Source: an optimization exercise on an open RTL-to-GDS flow (aim: a short achievable clock period and few clock cycles). Production flows keep margins and buffers that such runs may drop. Where RTL was checked, it was by simulation tests only, not by an equivalence proof against the original. Power is estimated from default activity; no workload was simulated.

==> juniper: inputs <==
## cpu
module cpu #(
	parameter cpu_pkg::word_t reset_pc = 32'h0000_0000
) (
	input logic clock,
	input logic reset,
	output cpu_pkg::word_t instr_addr,
	input cpu_pkg::word_t instr_data,
	output cpu_pkg::word_t data_addr,
	output cpu_pkg::word_t data_wdata,
	output logic data_wen,
	output logic data_ren,
	input cpu_pkg::word_t data_rdata
);
export LEC_CHECK = 0
export ABC_CLOCK_PERIOD_IN_PS = 3000
export CAP_MARGIN = 20
export CORE_MARGIN = 2
export CORE_UTILIZATION = 40
export PLACE_DENSITY = 0.6
export SETUP_SLACK_MARGIN = 4.5
export SLEW_MARGIN = 20
create_clock -name core_clock -period 7.0 [get_ports {clock}]
standard.sh (not shown) runs the stock make flow with config.mk's settings and CLKGATE_MAP_FILE= SYNTH_SCRIPT=/design/flow/synth_recipe.tcl, a recipe that flattens the netlist after the stock synthesis.
==> flow/flow/run.sh <==
#!/bin/bash
# The standard layout (standard.sh), with one change: the buffers that
# the flow puts on every input and output port are buf_4 cells rather than
# the flow's default pick. Make's full output goes to flow_make.log here.
set -euo pipefail
export BUFFER_PORTS_ARGS="-buffer_cell sky130_fd_sc_hd__buf_4"
bash standard.sh finish > flow_make.log 2>&1
==> inputs of tundra, as changes to juniper <==
==> flow/run.sh (new file) <==
#!/bin/bash
# synth_recipe.tcl (not shown) runs the flow's synth.tcl, then flattens the netlist and writes it again
# the make line also repeats each setting of config.mk as NAME=value (left out here)
make -C /OpenROAD-flow-scripts/flow DESIGN_CONFIG=/design/flow/config.mk WORK_HOME=/design/flow/orfs CLKGATE_MAP_FILE= SYNTH_SCRIPT=/design/flow/synth_recipe.tcl finish
removed: flow/flow/run.sh
removed: flow/standard.sh
==> load_flow_metrics.sql <==
INSERT INTO impl_metrics (metric_group, metric, value, unit) VALUES
('status', 'status', 'timing/DRC/antenna clean', ''),
('setup_path', 'rr_worst_depth', '16', ''),
('setup_path', 'cp.required', '7.62', 'ns'),
('setup_path', 'reg_to_reg_critical_path_startpoint', 'u_fetch.btb_fold[64]$_DFF_P_', ''),
('final_layout', 'layout.nets', '10120', ''),
('final_layout', 'stdcell_area', '150900', 'sq um'),
('detailed_routing', 'route.final.wire_length', '572.9', 'mm'),
('final_layout', 'num-multi-input-gates', '5435', ''),
('setup_path', 'crit_family', 'simple AND/OR/NAND/NOR gates', ''),
('pwr', 'power_density_over_cell_area', '265.8', 'nW/um^2'),
('pwr', 'p_sw', '10.73', 'mW'),
('final_layout', 'layout.filler_cells', '23450', ''),
('final_layout', 'mostFrequentLayoutCells', 'edfxtp_1 (2135), nand2_1 (779), buf_4 (649)', ''),
('global_route', 'grt_pass1_wl', '749.2', 'mm');
-- figures above: juniper

==> load_flow_metrics.sql <==
INSERT INTO impl_metrics (metric_group, metric, value, unit) VALUES
('detailed_routing', 'route.final.wire_length', '570.4', 'mm'),
('setup_path', 'rr_worst_depth', '17', ''),
('setup_path', 'crit_family', 'buffers and inverters', ''),
('final_layout', 'num-multi-input-gates', '5423', ''),
('status', 'status', 'timing/DRC/antenna clean', ''),
('final_layout', 'layout.nets', '10130', ''),
('final_layout', 'mostFrequentLayoutCells', 'edfxtp_1 (2135), nand2_1 (777), buf_4 (596)', ''),
('final_layout', 'layout.filler_cells', '23550', ''),
('global_route', 'grt_pass1_wl', '746.0', 'mm'),
('final_layout', 'stdcell_area', '151200', 'sq um'),
('pwr', 'power_density_over_cell_area', '266.8', 'nW/um^2'),
('setup_path', 'reg_to_reg_critical_path_startpoint', 'u_fetch.btb_fold[65]$_DFF_P_', ''),
('setup_path', 'cp.required', '7.63', 'ns');
-- figures above: tundra

Testbench counts of juniper, summed over its fixed seeds: cycles 137,698.
Testbench counts of tundra, summed over its fixed seeds: cycles 137,698.


==> run Y <==
==> flow/design.v <==
package cpu_pkg;
	typedef logic [31:0] word_t;
	typedef logic [4:0] reg_addr_t;
	localparam logic [6:0] opc_op     = 7'b0110011;
	localparam logic [6:0] opc_op_imm = 7'b0010011;
	localparam logic [6:0] opc_load   = 7'b0000011;
	localparam logic [6:0] opc_store  = 7'b0100011;
	localparam logic [6:0] opc_branch = 7'b1100011;
	localparam logic [6:0] opc_jal    = 7'b1101111;
	typedef struct packed {
		logic valid;
		logic pred_taken;   
		logic far_jal;      
		word_t instr;
		word_t pc;
		word_t pc4;         
	} ifid_t;
	typedef struct packed {
		logic valid;
		logic reg_write;    
		logic mem_read;
		logic mem_write;
		logic branch;
		logic pred_taken;
		logic force_jump;   
		logic eq;           
		logic op_add;
		logic op_sub;
		logic op_and;
		logic op_or;
		logic op_xor;
		logic op_slt;
		logic fwd_a;
		logic fwd_b;
		logic fwd_s;
		reg_addr_t rd;
		word_t a;
		word_t b;
		word_t s;           
		word_t alt_pc;      
	} idex_t;
	typedef struct packed {
		logic valid;
		logic reg_write;
		logic mem_read;
		logic mem_write;
		reg_addr_t rd;
		word_t result;
		word_t store_data;
	} exmem_t;
endpackage
`timescale 1ns/1ps
module fetch_stage #(
	parameter cpu_pkg::word_t reset_pc = 32'h0000_0000
) (
	input logic clock,
	input logic reset,
	input logic stall,
	input logic redirect,
	input cpu_pkg::word_t redirect_pc,
	output cpu_pkg::word_t instr_addr,
	input cpu_pkg::word_t instr_data,
	output cpu_pkg::ifid_t ifid
);
	localparam int lo = 10;
	cpu_pkg::word_t pc;
	cpu_pkg::word_t pc_next;
	cpu_pkg::word_t pc4;
	cpu_pkg::word_t target;
	logic [31:lo] pc_hi_inc;
	logic [31:lo] pc_hi_dec;
	logic [31:lo] target_hi;
	logic [lo:0] target_lo;
	logic [lo-1:0] off_lo;
	logic off_sign;
	logic is_jal;
	logic is_beq;
	logic small_j;
	logic small_b;
	logic take_j;
	logic take_b;
	assign instr_addr = pc;
	assign is_jal = instr_data[6:0] == cpu_pkg::opc_jal;
	assign is_beq = instr_data[6:0] == cpu_pkg::opc_branch;
	assign off_sign = instr_data[31];
	assign small_j = instr_data[19:12] == {8{off_sign}} && instr_data[20] == off_sign &&
		instr_data[30] == off_sign;
	assign small_b = instr_data[7] == off_sign && instr_data[30] == off_sign;
	assign off_lo = is_jal ? {instr_data[29:21], 1'b0} : {instr_data[29:25], instr_data[11:8], 1'b0};
	assign take_j = is_jal && small_j;
	assign take_b = is_beq && small_b && (off_sign || instr_data[19:15] == instr_data[24:20]);
	assign pc4 = pc + 32'd4;
	assign pc_hi_inc = pc[31:lo] + 1'b1;
	assign pc_hi_dec = pc[31:lo] - 1'b1;
	assign target_lo = {1'b0, pc[lo-1:0]} + {1'b0, off_lo};
	always_comb begin
		case ({target_lo[lo], off_sign})
			2'b10: target_hi = pc_hi_inc;
			2'b01: target_hi = pc_hi_dec;
			default: target_hi = pc[31:lo];
		endcase
	end
	assign target = {target_hi, target_lo[lo-1:0]};
	always_comb begin
		if (redirect) begin
			pc_next = redirect_pc;
		end else if (stall) begin
			pc_next = pc;
		end else if (take_j || take_b) begin
			pc_next = target;
		end else begin
			pc_next = pc4;
		end
	end
	always_ff @(posedge clock or negedge reset) begin
		if (!reset) begin
			pc <= reset_pc;
			ifid.valid <= 1'b0;
		end else begin
			pc <= pc_next;
			if (redirect) begin
				ifid.valid <= 1'b0;
			end else if (!stall) begin
				ifid.valid <= 1'b1;
			end
		end
	end
	always_ff @(posedge clock) begin
		if (!stall) begin
			ifid.pred_taken <= take_b;
			ifid.far_jal <= is_jal && !small_j;
			ifid.instr <= instr_data;
			ifid.pc <= pc;
			ifid.pc4 <= pc4;
		end
	end
endmodule
`timescale 1ns/1ps
module decode_stage (
	input logic clock,
	input logic reset,
	input cpu_pkg::ifid_t ifid,
	input logic redirect,
	input cpu_pkg::exmem_t exmem,
	input cpu_pkg::word_t data_rdata,
	output cpu_pkg::idex_t idex,
	output logic stall
);
	logic [6:0] opcode;
	logic [2:0] funct3;
	cpu_pkg::reg_addr_t rs1;
	cpu_pkg::reg_addr_t rs2;
	cpu_pkg::reg_addr_t rd;
	logic is_op;
	logic is_opimm;
	logic is_load;
	logic is_store;
	logic is_branch;
	logic is_jal;
	logic uses_rs1;
	logic uses_rs2;
	logic writes;
	cpu_pkg::word_t imm_i;
	cpu_pkg::word_t imm_s;
	cpu_pkg::word_t imm_b;
	cpu_pkg::word_t imm_j;
	cpu_pkg::word_t target;
	cpu_pkg::word_t mem_value;
	logic mem_wen;
	cpu_pkg::word_t rs1_data;
	cpu_pkg::word_t rs2_data;
	cpu_pkg::word_t register_file [1:31];
	assign opcode = ifid.instr[6:0];
	assign funct3 = ifid.instr[14:12];
	assign rs1 = ifid.instr[19:15];
	assign rs2 = ifid.instr[24:20];
	assign rd = ifid.instr[11:7];
	assign is_op = opcode == cpu_pkg::opc_op;
	assign is_opimm = opcode == cpu_pkg::opc_op_imm;
	assign is_load = opcode == cpu_pkg::opc_load;
	assign is_store = opcode == cpu_pkg::opc_store;
	assign is_branch = opcode == cpu_pkg::opc_branch;
	assign is_jal = opcode == cpu_pkg::opc_jal;
	assign uses_rs1 = is_op || is_opimm || is_load || is_store || is_branch;
	assign uses_rs2 = is_op || is_store || is_branch;
	assign writes = (is_op || is_opimm || is_load || is_jal) && rd != 5'd0;
	assign imm_i = {{20{ifid.instr[31]}}, ifid.instr[31:20]};
	assign imm_s = {{20{ifid.instr[31]}}, ifid.instr[31:25], ifid.instr[11:7]};
	assign imm_b = {{19{ifid.instr[31]}}, ifid.instr[31], ifid.instr[7], ifid.instr[30:25],
		ifid.instr[11:8], 1'b0};
	assign imm_j = {{11{ifid.instr[31]}}, ifid.instr[31], ifid.instr[19:12], ifid.instr[20],
		ifid.instr[30:21], 1'b0};
	assign target = ifid.pc + (is_jal ? imm_j : imm_b);
	assign mem_wen = exmem.valid && exmem.reg_write;
	assign mem_value = exmem.mem_read ? data_rdata : exmem.result;
	always_ff @(posedge clock) begin
		if (mem_wen) begin
			register_file[exmem.rd] <= mem_value;
		end
	end
	function automatic cpu_pkg::word_t read_reg(input cpu_pkg::reg_addr_t addr);
		cpu_pkg::word_t value;
		if (addr == 5'd0) begin
			value = '0;
		end else if (mem_wen && exmem.rd == addr) begin
			value = mem_value;
		end else begin
			value = register_file[addr];
		end
		read_reg = value;
	endfunction
	assign rs1_data = read_reg(rs1);
	assign rs2_data = read_reg(rs2);
	assign stall = ifid.valid && idex.valid && idex.mem_read && idex.reg_write &&
		((uses_rs1 && rs1 == idex.rd) || (uses_rs2 && rs2 == idex.rd));
	logic ex_writes;
	assign ex_writes = idex.valid && idex.reg_write;
	always_ff @(posedge clock or negedge reset) begin
		if (!reset) begin
			idex.valid <= 1'b0;
		end else begin
			idex.valid <= ifid.valid && !redirect && !stall;
		end
	end
	always_ff @(posedge clock) begin
		idex.reg_write <= writes;
		idex.mem_read <= is_load;
		idex.mem_write <= is_store;
		idex.branch <= is_branch;
		idex.pred_taken <= ifid.pred_taken;
		idex.force_jump <= ifid.far_jal;
		idex.eq <= rs1_data == rs2_data;
		idex.op_sub <= is_op && funct3 == 3'b000 && ifid.instr[30];
		idex.op_slt <= is_op && funct3 == 3'b010;
		idex.op_xor <= is_op && funct3 == 3'b100;
		idex.op_or <= is_op && funct3 == 3'b110;
		idex.op_and <= is_op && funct3 == 3'b111;
		idex.op_add <= !(is_op && (funct3 == 3'b010 || funct3 == 3'b100 || funct3 == 3'b110 ||
			funct3 == 3'b111 || (funct3 == 3'b000 && ifid.instr[30])));
		idex.fwd_a <= ex_writes && uses_rs1 && rs1 == idex.rd;
		idex.fwd_b <= ex_writes && (is_op || is_branch) && rs2 == idex.rd;
		idex.fwd_s <= ex_writes && uses_rs2 && rs2 == idex.rd;
		idex.rd <= rd;
		idex.a <= is_jal ? ifid.pc4 : rs1_data;
		idex.b <= is_jal ? 32'd0 : (is_store ? imm_s : ((is_opimm || is_load) ? imm_i : rs2_data));
		idex.s <= rs2_data;
		idex.alt_pc <= ifid.pred_taken ? ifid.pc4 : target;
	end
endmodule
`timescale 1ns/1ps
module execute_stage (
	input logic clock,
	input logic reset,
	input cpu_pkg::idex_t idex,
	output cpu_pkg::exmem_t exmem,
	output logic redirect,
	output cpu_pkg::word_t redirect_pc
);
	cpu_pkg::word_t a;
	cpu_pkg::word_t b;
	cpu_pkg::word_t s;
	cpu_pkg::word_t sum;
	cpu_pkg::word_t diff;
	cpu_pkg::word_t result;
	logic lt;
	logic eq;
	assign a = idex.fwd_a ? exmem.result : idex.a;
	assign b = idex.fwd_b ? exmem.result : idex.b;
	assign s = idex.fwd_s ? exmem.result : idex.s;
	assign sum = a + b;
	assign diff = a - b;
	assign lt = (a[31] ^ b[31]) ? a[31] : diff[31];
	always_comb begin
		case ({idex.fwd_a, idex.fwd_b})
			2'b00: eq = idex.eq;
			2'b10: eq = exmem.result == idex.b;
			2'b01: eq = idex.a == exmem.result;
			default: eq = 1'b1;
		endcase
	end
	assign result = ({32{idex.op_add}} & sum) | ({32{idex.op_sub}} & diff) |
		({32{idex.op_and}} & (a & b)) | ({32{idex.op_or}} & (a | b)) |
		({32{idex.op_xor}} & (a ^ b)) | {31'd0, idex.op_slt & lt};
	assign redirect = idex.valid && ((idex.branch && (eq != idex.pred_taken)) || idex.force_jump);
	assign redirect_pc = idex.alt_pc;
	always_ff @(posedge clock or negedge reset) begin
		if (!reset) begin
			exmem.valid <= 1'b0;
		end else begin
			exmem.valid <= idex.valid;
		end
	end
	always_ff @(posedge clock) begin
		exmem.reg_write <= idex.reg_write;
		exmem.mem_read <= idex.mem_read;
		exmem.mem_write <= idex.mem_write;
		exmem.rd <= idex.rd;
		exmem.result <= result;
		exmem.store_data <= s;
	end
endmodule
`timescale 1ns/1ps
module memory_stage (
	input cpu_pkg::exmem_t exmem,
	output cpu_pkg::word_t data_addr,
	output cpu_pkg::word_t data_wdata,
	output logic data_wen,
	output logic data_ren
);
	assign data_addr = exmem.result;
	assign data_wdata = exmem.store_data;
	assign data_wen = exmem.valid && exmem.mem_write;
	assign data_ren = exmem.valid && exmem.mem_read;
endmodule
`timescale 1ns/1ps
module cpu #(
	parameter cpu_pkg::word_t reset_pc = 32'h0000_0000
) (
	input logic clock,
	input logic reset,
	output cpu_pkg::word_t instr_addr,
	input cpu_pkg::word_t instr_data,
	output cpu_pkg::word_t data_addr,
	output cpu_pkg::word_t data_wdata,
	output logic data_wen,
	output logic data_ren,
	input cpu_pkg::word_t data_rdata
);
	cpu_pkg::ifid_t ifid;
	cpu_pkg::idex_t idex;
	cpu_pkg::exmem_t exmem;
	logic stall;
	logic redirect;
	cpu_pkg::word_t redirect_pc;
	fetch_stage #(
		.reset_pc(reset_pc)
	) u_fetch (
		.clock(clock),
		.reset(reset),
		.stall(stall),
		.redirect(redirect),
		.redirect_pc(redirect_pc),
		.instr_addr(instr_addr),
		.instr_data(instr_data),
		.ifid(ifid)
	);
	decode_stage u_decode (
		.clock(clock),
		.reset(reset),
		.ifid(ifid),
		.redirect(redirect),
		.exmem(exmem),
		.data_rdata(data_rdata),
		.idex(idex),
		.stall(stall)
	);
	execute_stage u_execute (
		.clock(clock),
		.reset(reset),
		.idex(idex),
		.exmem(exmem),
		.redirect(redirect),
		.redirect_pc(redirect_pc)
	);
	memory_stage u_memory (
		.exmem(exmem),
		.data_addr(data_addr),
		.data_wdata(data_wdata),
		.data_wen(data_wen),
		.data_ren(data_ren)
	);
endmodule
==> flow/run.sh <==
#!/bin/bash
# synth_recipe.tcl (not shown) runs the flow's synth.tcl, then flattens the netlist and writes it again
# the make line also repeats each setting of config.mk as NAME=value (left out here)
make -C /OpenROAD-flow-scripts/flow DESIGN_CONFIG=/design/flow/config.mk WORK_HOME=/design/flow/orfs CLKGATE_MAP_FILE= SYNTH_SCRIPT=/design/flow/synth_recipe.tcl finish
==> flow/config.mk <==
export PLATFORM = sky130hd
export DESIGN_NAME = cpu
export DESIGN_NICKNAME = cpu
export VERILOG_FILES = /design/flow/design.v
export SDC_FILE = /design/flow/constraint.sdc
export NUM_CORES = 4
export LEC_CHECK = 0
export ABC_CLOCK_PERIOD_IN_PS = 3000
export CAP_MARGIN = 20
export CORE_MARGIN = 2
export CORE_UTILIZATION = 40
export PLACE_DENSITY = 0.6
export SETUP_SLACK_MARGIN = 3.5
export SLEW_MARGIN = 20
==> flow/constraint.sdc <==
create_clock -name core_clock -period 7.0 [get_ports {clock}]
set_input_delay 1.4000 -clock core_clock [delete_from_list [all_inputs] [get_ports {clock}]]
set_output_delay 1.4000 -clock core_clock [all_outputs]
set_load 0.01 [all_outputs]
==> run F: changes against run Y <==
--- a/flow/design.v
+++ b/flow/design.v
@@ -11,8 +11,7 @@
 		logic valid;
 		logic pred_taken;   
-		logic far_jal;      
 		word_t instr;
-		word_t pc;
 		word_t pc4;         
+		word_t btarget;     
 	} ifid_t;
 	typedef struct packed {
@@ -23,6 +22,4 @@
 		logic branch;
 		logic pred_taken;
-		logic force_jump;   
-		logic eq;           
 		logic op_add;
 		logic op_sub;
@@ -63,43 +60,25 @@
 	output cpu_pkg::ifid_t ifid
 );
-	localparam int lo = 10;
 	cpu_pkg::word_t pc;
 	cpu_pkg::word_t pc_next;
 	cpu_pkg::word_t pc4;
-	cpu_pkg::word_t target;
-	logic [31:lo] pc_hi_inc;
-	logic [31:lo] pc_hi_dec;
-	logic [31:lo] target_hi;
-	logic [lo:0] target_lo;
-	logic [lo-1:0] off_lo;
-	logic off_sign;
+	cpu_pkg::word_t jtarget;
+	cpu_pkg::word_t btarget;
+	cpu_pkg::word_t imm_j;
+	cpu_pkg::word_t imm_b;
 	logic is_jal;
 	logic is_beq;
-	logic small_j;
-	logic small_b;
-	logic take_j;
-	logic take_b;
+	logic pred_b;
 	assign instr_addr = pc;
+	assign imm_j = {{11{instr_data[31]}}, instr_data[31], instr_data[19:12], instr_data[20],
+		instr_data[30:21], 1'b0};
+	assign imm_b = {{19{instr_data[31]}}, instr_data[31], instr_data[7], instr_data[30:25],
+		instr_data[11:8], 1'b0};
 	assign is_jal = instr_data[6:0] == cpu_pkg::opc_jal;
 	assign is_beq = instr_data[6:0] == cpu_pkg::opc_branch;
-	assign off_sign = instr_data[31];
-	assign small_j = instr_data[19:12] == {8{off_sign}} && instr_data[20] == off_sign &&
-		instr_data[30] == off_sign;
-	assign small_b = instr_data[7] == off_sign && instr_data[30] == off_sign;
-	assign off_lo = is_jal ? {instr_data[29:21], 1'b0} : {instr_data[29:25], instr_data[11:8], 1'b0};
-	assign take_j = is_jal && small_j;
-	assign take_b = is_beq && small_b && (off_sign || instr_data[19:15] == instr_data[24:20]);
+	assign pred_b = is_beq && (instr_data[31] || instr_data[19:15] == instr_data[24:20]);
 	assign pc4 = pc + 32'd4;
-	assign pc_hi_inc = pc[31:lo] + 1'b1;
-	assign pc_hi_dec = pc[31:lo] - 1'b1;
-	assign target_lo = {1'b0, pc[lo-1:0]} + {1'b0, off_lo};
-	always_comb begin
-		case ({target_lo[lo], off_sign})
-			2'b10: target_hi = pc_hi_inc;
-			2'b01: target_hi = pc_hi_dec;
-			default: target_hi = pc[31:lo];
-		endcase
-	end
-	assign target = {target_hi, target_lo[lo-1:0]};
+	assign jtarget = pc + imm_j;
+	assign btarget = pc + imm_b;
 	always_comb begin
 		if (redirect) begin
@@ -107,6 +86,8 @@
 		end else if (stall) begin
 			pc_next = pc;
-		end else if (take_j || take_b) begin
-			pc_next = target;
+		end else if (is_jal) begin
+			pc_next = jtarget;
+		end else if (pred_b) begin
+			pc_next = btarget;
 		end else begin
 			pc_next = pc4;
@@ -128,9 +109,8 @@
 	always_ff @(posedge clock) begin
 		if (!stall) begin
-			ifid.pred_taken <= take_b;
-			ifid.far_jal <= is_jal && !small_j;
+			ifid.pred_taken <= pred_b;
 			ifid.instr <= instr_data;
-			ifid.pc <= pc;
 			ifid.pc4 <= pc4;
+			ifid.btarget <= btarget;
 		end
 	end
@@ -163,7 +143,4 @@
 	cpu_pkg::word_t imm_i;
 	cpu_pkg::word_t imm_s;
-	cpu_pkg::word_t imm_b;
-	cpu_pkg::word_t imm_j;
-	cpu_pkg::word_t target;
 	cpu_pkg::word_t mem_value;
 	logic mem_wen;
@@ -187,9 +164,4 @@
 	assign imm_i = {{20{ifid.instr[31]}}, ifid.instr[31:20]};
 	assign imm_s = {{20{ifid.instr[31]}}, ifid.instr[31:25], ifid.instr[11:7]};
-	assign imm_b = {{19{ifid.instr[31]}}, ifid.instr[31], ifid.instr[7], ifid.instr[30:25],
-		ifid.instr[11:8], 1'b0};
-	assign imm_j = {{11{ifid.instr[31]}}, ifid.instr[31], ifid.instr[19:12], ifid.instr[20],
-		ifid.instr[30:21], 1'b0};
-	assign target = ifid.pc + (is_jal ? imm_j : imm_b);
 	assign mem_wen = exmem.valid && exmem.reg_write;
 	assign mem_value = exmem.mem_read ? data_rdata : exmem.result;
@@ -229,6 +201,4 @@
 		idex.branch <= is_branch;
 		idex.pred_taken <= ifid.pred_taken;
-		idex.force_jump <= ifid.far_jal;
-		idex.eq <= rs1_data == rs2_data;
 		idex.op_sub <= is_op && funct3 == 3'b000 && ifid.instr[30];
 		idex.op_slt <= is_op && funct3 == 3'b010;
@@ -245,5 +215,5 @@
 		idex.b <= is_jal ? 32'd0 : (is_store ? imm_s : ((is_opimm || is_load) ? imm_i : rs2_data));
 		idex.s <= rs2_data;
-		idex.alt_pc <= ifid.pred_taken ? ifid.pc4 : target;
+		idex.alt_pc <= ifid.pred_taken ? ifid.pc4 : ifid.btarget;
 	end
 endmodule
@@ -271,16 +241,9 @@
 	assign diff = a - b;
 	assign lt = (a[31] ^ b[31]) ? a[31] : diff[31];
-	always_comb begin
-		case ({idex.fwd_a, idex.fwd_b})
-			2'b00: eq = idex.eq;
-			2'b10: eq = exmem.result == idex.b;
-			2'b01: eq = idex.a == exmem.result;
-			default: eq = 1'b1;
-		endcase
-	end
+	assign eq = a == b;
 	assign result = ({32{idex.op_add}} & sum) | ({32{idex.op_sub}} & diff) |
 		({32{idex.op_and}} & (a & b)) | ({32{idex.op_or}} & (a | b)) |
 		({32{idex.op_xor}} & (a ^ b)) | {31'd0, idex.op_slt & lt};
-	assign redirect = idex.valid && ((idex.branch && (eq != idex.pred_taken)) || idex.force_jump);
+	assign redirect = idex.valid && idex.branch && (eq != idex.pred_taken);
 	assign redirect_pc = idex.alt_pc;
 	always_ff @(posedge clock or negedge reset) begin
--- a/flow/config.mk
+++ b/flow/config.mk
@@ -6,9 +6,9 @@
 export NUM_CORES = 4
 export LEC_CHECK = 0
-export ABC_CLOCK_PERIOD_IN_PS = 3000
+export ABC_CLOCK_PERIOD_IN_PS = 4000
 export CAP_MARGIN = 20
 export CORE_MARGIN = 2
 export CORE_UTILIZATION = 40
 export PLACE_DENSITY = 0.6
-export SETUP_SLACK_MARGIN = 3.5
+export SETUP_SLACK_MARGIN = 2.5
 export SLEW_MARGIN = 20
==> run X: changes against run Y <==
--- a/flow/design.v
+++ b/flow/design.v
@@ -8,8 +8,9 @@
 	localparam logic [6:0] opc_branch = 7'b1100011;
 	localparam logic [6:0] opc_jal    = 7'b1101111;
+	localparam int btb_entries = 8;
 	typedef struct packed {
 		logic valid;
-		logic pred_taken;   
-		logic far_jal;      
+		logic hit;          
+		logic [$clog2(btb_entries)-1:0] hit_index;
 		word_t instr;
 		word_t pc;
@@ -17,4 +18,12 @@
 	} ifid_t;
 	typedef struct packed {
+		logic write;
+		logic valid;
+		logic use_index;    
+		logic [$clog2(btb_entries)-1:0] index;
+		logic [31:0] tag;
+		logic [31:0] target;
+	} btb_update_t;
+	typedef struct packed {
 		logic valid;
 		logic reg_write;    
@@ -23,5 +32,4 @@
 		logic branch;
 		logic pred_taken;
-		logic force_jump;   
 		logic eq;           
 		logic op_add;
@@ -57,56 +65,48 @@
 	input logic reset,
 	input logic stall,
-	input logic redirect,
-	input cpu_pkg::word_t redirect_pc,
+	input logic ex_redirect,
+	input cpu_pkg::word_t ex_redirect_pc,
+	input logic id_redirect,
+	input cpu_pkg::word_t id_redirect_pc,
+	input cpu_pkg::btb_update_t btb_update,
 	output cpu_pkg::word_t instr_addr,
 	input cpu_pkg::word_t instr_data,
 	output cpu_pkg::ifid_t ifid
 );
-	localparam int lo = 10;
+	localparam int n = cpu_pkg::btb_entries;
+	localparam int iw = $clog2(n);
 	cpu_pkg::word_t pc;
 	cpu_pkg::word_t pc_next;
 	cpu_pkg::word_t pc4;
-	cpu_pkg::word_t target;
-	logic [31:lo] pc_hi_inc;
-	logic [31:lo] pc_hi_dec;
-	logic [31:lo] target_hi;
-	logic [lo:0] target_lo;
-	logic [lo-1:0] off_lo;
-	logic off_sign;
-	logic is_jal;
-	logic is_beq;
-	logic small_j;
-	logic small_b;
-	logic take_j;
-	logic take_b;
+	logic [n-1:0] btb_valid;
+	cpu_pkg::word_t btb_tag [n];
+	cpu_pkg::word_t btb_target [n];
+	logic [iw-1:0] btb_next;
+	logic [n-1:0] hit_vec;
+	logic hit;
+	logic [iw-1:0] hit_index;
+	cpu_pkg::word_t pred_target;
+	logic [iw-1:0] write_index;
 	assign instr_addr = pc;
-	assign is_jal = instr_data[6:0] == cpu_pkg::opc_jal;
-	assign is_beq = instr_data[6:0] == cpu_pkg::opc_branch;
-	assign off_sign = instr_data[31];
-	assign small_j = instr_data[19:12] == {8{off_sign}} && instr_data[20] == off_sign &&
-		instr_data[30] == off_sign;
-	assign small_b = instr_data[7] == off_sign && instr_data[30] == off_sign;
-	assign off_lo = is_jal ? {instr_data[29:21], 1'b0} : {instr_data[29:25], instr_data[11:8], 1'b0};
-	assign take_j = is_jal && small_j;
-	assign take_b = is_beq && small_b && (off_sign || instr_data[19:15] == instr_data[24:20]);
 	assign pc4 = pc + 32'd4;
-	assign pc_hi_inc = pc[31:lo] + 1'b1;
-	assign pc_hi_dec = pc[31:lo] - 1'b1;
-	assign target_lo = {1'b0, pc[lo-1:0]} + {1'b0, off_lo};
 	always_comb begin
-		case ({target_lo[lo], off_sign})
-			2'b10: target_hi = pc_hi_inc;
-			2'b01: target_hi = pc_hi_dec;
-			default: target_hi = pc[31:lo];
-		endcase
+		hit_index = '0;
+		pred_target = '0;
+		for (int i = 0; i < n; i++) begin
+			hit_vec[i] = btb_valid[i] && btb_tag[i] == pc;
+			pred_target = pred_target | ({32{hit_vec[i]}} & btb_target[i]);
+			hit_index = hit_index | ({iw{hit_vec[i]}} & iw'(i));
+		end
+		hit = |hit_vec;
 	end
-	assign target = {target_hi, target_lo[lo-1:0]};
 	always_comb begin
-		if (redirect) begin
-			pc_next = redirect_pc;
+		if (ex_redirect) begin
+			pc_next = ex_redirect_pc;
+		end else if (id_redirect) begin
+			pc_next = id_redirect_pc;
 		end else if (stall) begin
 			pc_next = pc;
-		end else if (take_j || take_b) begin
-			pc_next = target;
+		end else if (hit) begin
+			pc_next = pred_target;
 		end else begin
 			pc_next = pc4;
@@ -119,5 +119,5 @@
 		end else begin
 			pc <= pc_next;
-			if (redirect) begin
+			if (ex_redirect || id_redirect) begin
 				ifid.valid <= 1'b0;
 			end else if (!stall) begin
@@ -128,6 +128,6 @@
 	always_ff @(posedge clock) begin
 		if (!stall) begin
-			ifid.pred_taken <= take_b;
-			ifid.far_jal <= is_jal && !small_j;
+			ifid.hit <= hit;
+			ifid.hit_index <= hit_index;
 			ifid.instr <= instr_data;
 			ifid.pc <= pc;
@@ -135,4 +135,22 @@
 		end
 	end
+	assign write_index = btb_update.use_index ? btb_update.index : btb_next;
+	always_ff @(posedge clock or negedge reset) begin
+		if (!reset) begin
+			btb_valid <= '0;
+			btb_next <= '0;
+		end else if (btb_update.write) begin
+			btb_valid[write_index] <= btb_update.valid;
+			if (!btb_update.use_index) begin
+				btb_next <= btb_next + 1'b1;
+			end
+		end
+	end
+	always_ff @(posedge clock) begin
+		if (btb_update.write) begin
+			btb_tag[write_index] <= btb_update.tag;
+			btb_target[write_index] <= btb_update.target;
+		end
+	end
 endmodule
 `timescale 1ns/1ps
@@ -142,4 +160,7 @@
 	input cpu_pkg::ifid_t ifid,
 	input logic redirect,
+	output logic id_redirect,
+	output cpu_pkg::word_t id_redirect_pc,
+	output cpu_pkg::btb_update_t btb_update,
 	input cpu_pkg::exmem_t exmem,
 	input cpu_pkg::word_t data_rdata,
@@ -191,5 +212,21 @@
 	assign imm_j = {{11{ifid.instr[31]}}, ifid.instr[31], ifid.instr[19:12], ifid.instr[20],
 		ifid.instr[30:21], 1'b0};
-	assign target = ifid.pc + (is_jal ? imm_j : imm_b);
+	cpu_pkg::word_t target_j;
+	cpu_pkg::word_t target_b;
+	assign target_j = ifid.pc + imm_j;
+	assign target_b = ifid.pc + imm_b;
+	assign target = is_jal ? target_j : target_b;
+	logic should_take;
+	logic mispredicted;
+	assign should_take = is_jal || (is_branch && (ifid.instr[31] || rs1 == rs2));
+	assign mispredicted = ifid.valid && !stall && ifid.hit != should_take;
+	assign id_redirect = mispredicted;
+	assign id_redirect_pc = should_take ? target : ifid.pc4;
+	assign btb_update.write = mispredicted;
+	assign btb_update.valid = should_take;
+	assign btb_update.use_index = ifid.hit;
+	assign btb_update.index = ifid.hit_index;
+	assign btb_update.tag = ifid.pc;
+	assign btb_update.target = target;
 	assign mem_wen = exmem.valid && exmem.reg_write;
 	assign mem_value = exmem.mem_read ? data_rdata : exmem.result;
@@ -228,6 +265,5 @@
 		idex.mem_write <= is_store;
 		idex.branch <= is_branch;
-		idex.pred_taken <= ifid.pred_taken;
-		idex.force_jump <= ifid.far_jal;
+		idex.pred_taken <= should_take;
 		idex.eq <= rs1_data == rs2_data;
 		idex.op_sub <= is_op && funct3 == 3'b000 && ifid.instr[30];
@@ -245,5 +281,5 @@
 		idex.b <= is_jal ? 32'd0 : (is_store ? imm_s : ((is_opimm || is_load) ? imm_i : rs2_data));
 		idex.s <= rs2_data;
-		idex.alt_pc <= ifid.pred_taken ? ifid.pc4 : target;
+		idex.alt_pc <= should_take ? ifid.pc4 : target;
 	end
 endmodule
@@ -282,5 +318,5 @@
 		({32{idex.op_and}} & (a & b)) | ({32{idex.op_or}} & (a | b)) |
 		({32{idex.op_xor}} & (a ^ b)) | {31'd0, idex.op_slt & lt};
-	assign redirect = idex.valid && ((idex.branch && (eq != idex.pred_taken)) || idex.force_jump);
+	assign redirect = idex.valid && idex.branch && (eq != idex.pred_taken);
 	assign redirect_pc = idex.alt_pc;
 	always_ff @(posedge clock or negedge reset) begin
@@ -333,4 +369,7 @@
 	logic redirect;
 	cpu_pkg::word_t redirect_pc;
+	logic id_redirect;
+	cpu_pkg::word_t id_redirect_pc;
+	cpu_pkg::btb_update_t btb_update;
 	fetch_stage #(
 		.reset_pc(reset_pc)
@@ -339,6 +378,9 @@
 		.reset(reset),
 		.stall(stall),
-		.redirect(redirect),
-		.redirect_pc(redirect_pc),
+		.ex_redirect(redirect),
+		.ex_redirect_pc(redirect_pc),
+		.id_redirect(id_redirect),
+		.id_redirect_pc(id_redirect_pc),
+		.btb_update(btb_update),
 		.instr_addr(instr_addr),
 		.instr_data(instr_data),
@@ -350,4 +392,7 @@
 		.ifid(ifid),
 		.redirect(redirect),
+		.id_redirect(id_redirect),
+		.id_redirect_pc(id_redirect_pc),
+		.btb_update(btb_update),
 		.exmem(exmem),
 		.data_rdata(data_rdata),
==> results_dict.tcl <==
set metrics [dict create \
    seq_cells 1870 \
    synthArstFlopShare 0.02460 \
    signal_buffers 640 \
    p_comb_mw 6.54 \
    pre_cts_ws_ns 2.002 \
    status "timing/DRC/antenna clean" \
    layout.nets 6670 \
    synth_top_area_frac 0.5410 \
    critPathCapture "u_execute.exmem[63]" \
    largestRegisters "u_decode.register_file x992, u_fetch.btb_target x253, u_fetch.btb_tag x251" \
    utilization 0.4850 \
    synth_cell_types 95 \
]
the above is filed under run X

==> results_dict.tcl <==
set metrics [dict create \
    port_buffers 163 \
    critPathCapture "u_execute.exmem[63]" \
    pre_cts_ws_ns 1.768 \
    seq_cells 1352 \
    r2r_setup_slack_ns 2.49 \
    cp.required_ns 7.65 \
    synth_top_area_frac 0.4820 \
    diodes 0 \
    p_comb_mw 5.13 \
    layout.nets 4808 \
    synth_cell_types 88 \
    inv_count 145 \
    utilization 0.4520 \
    via_per_inst 6.168 \
    synthArstFlopShare 0.02589 \
    signal_buffers 263 \
    status "timing/DRC/antenna clean" \
    largestRegisters "u_decode.register_file x992, u_decode.idex x148, u_fetch.ifid x97" \
    synthTopCellsByCount "1088 x edfxtp_1, 563 x mux4_2, 294 x nor2_1" \
]
the above is filed under run F

==> results_dict.tcl <==
set metrics [dict create \
    pre_cts_ws_ns 0.2061 \
    synth_top_area_frac 0.4791 \
    p_comb_mw 6.92 \
    layout.nets 5511 \
    drive_gt1_frac 0.3137 \
    synthArstFlopShare 0.02585 \
    status "timing/DRC/antenna clean" \
    seq_cells 1354 \
    largestRegisters "u_decode.register_file x992, u_decode.idex x150, u_fetch.ifid x97" \
    synth_cell_types 80 \
    utilization 0.4937 \
    synth-compound-area-share 0.1029 \
]
the above is filed under run Y

Testbench counts of run F, summed over its fixed seeds: cycles 145,360.
The RTL of run Y and run X was laid out without a check of its function.

[afterwards: timing with drivers on the ports]
The flow's constraints put no driver on any port. The routed layouts listed below were extracted and timed again, unchanged, in two steps.
Step 1 assumes that a clkbuf_16 drives the clock port and a buf_2 every other input.
Step 2 times the ports against the registers' clock, not the clock port: input delays grow and output delays shrink by t, the midpoint of the rising clock arrivals with the driver on.
a / b / c = no drivers / after step 1 / after step 2; a / b = the first two.
run | shift t [ns] | setup slack, ns | pins driven straight from the clock port
juniper | 1.038 | 3.164 / 3.164 / 2.956 | 1
tundra | 1.016 | 3.080 / 3.080 / 2.650 | 1
run Y | 0.883 | 1.558 / 1.592 / 0.708 | 1
run F | 0.858 | 2.488 / 2.488 / 1.826 | 1
run X | 0.949 | 3.020 / 3.020 / 2.633 | 1
After both steps setup and hold are still met in every run listed. The setup slack of run Y, which loses most, moves by +0.034 ns with the drivers and by -0.850 ns with both steps.
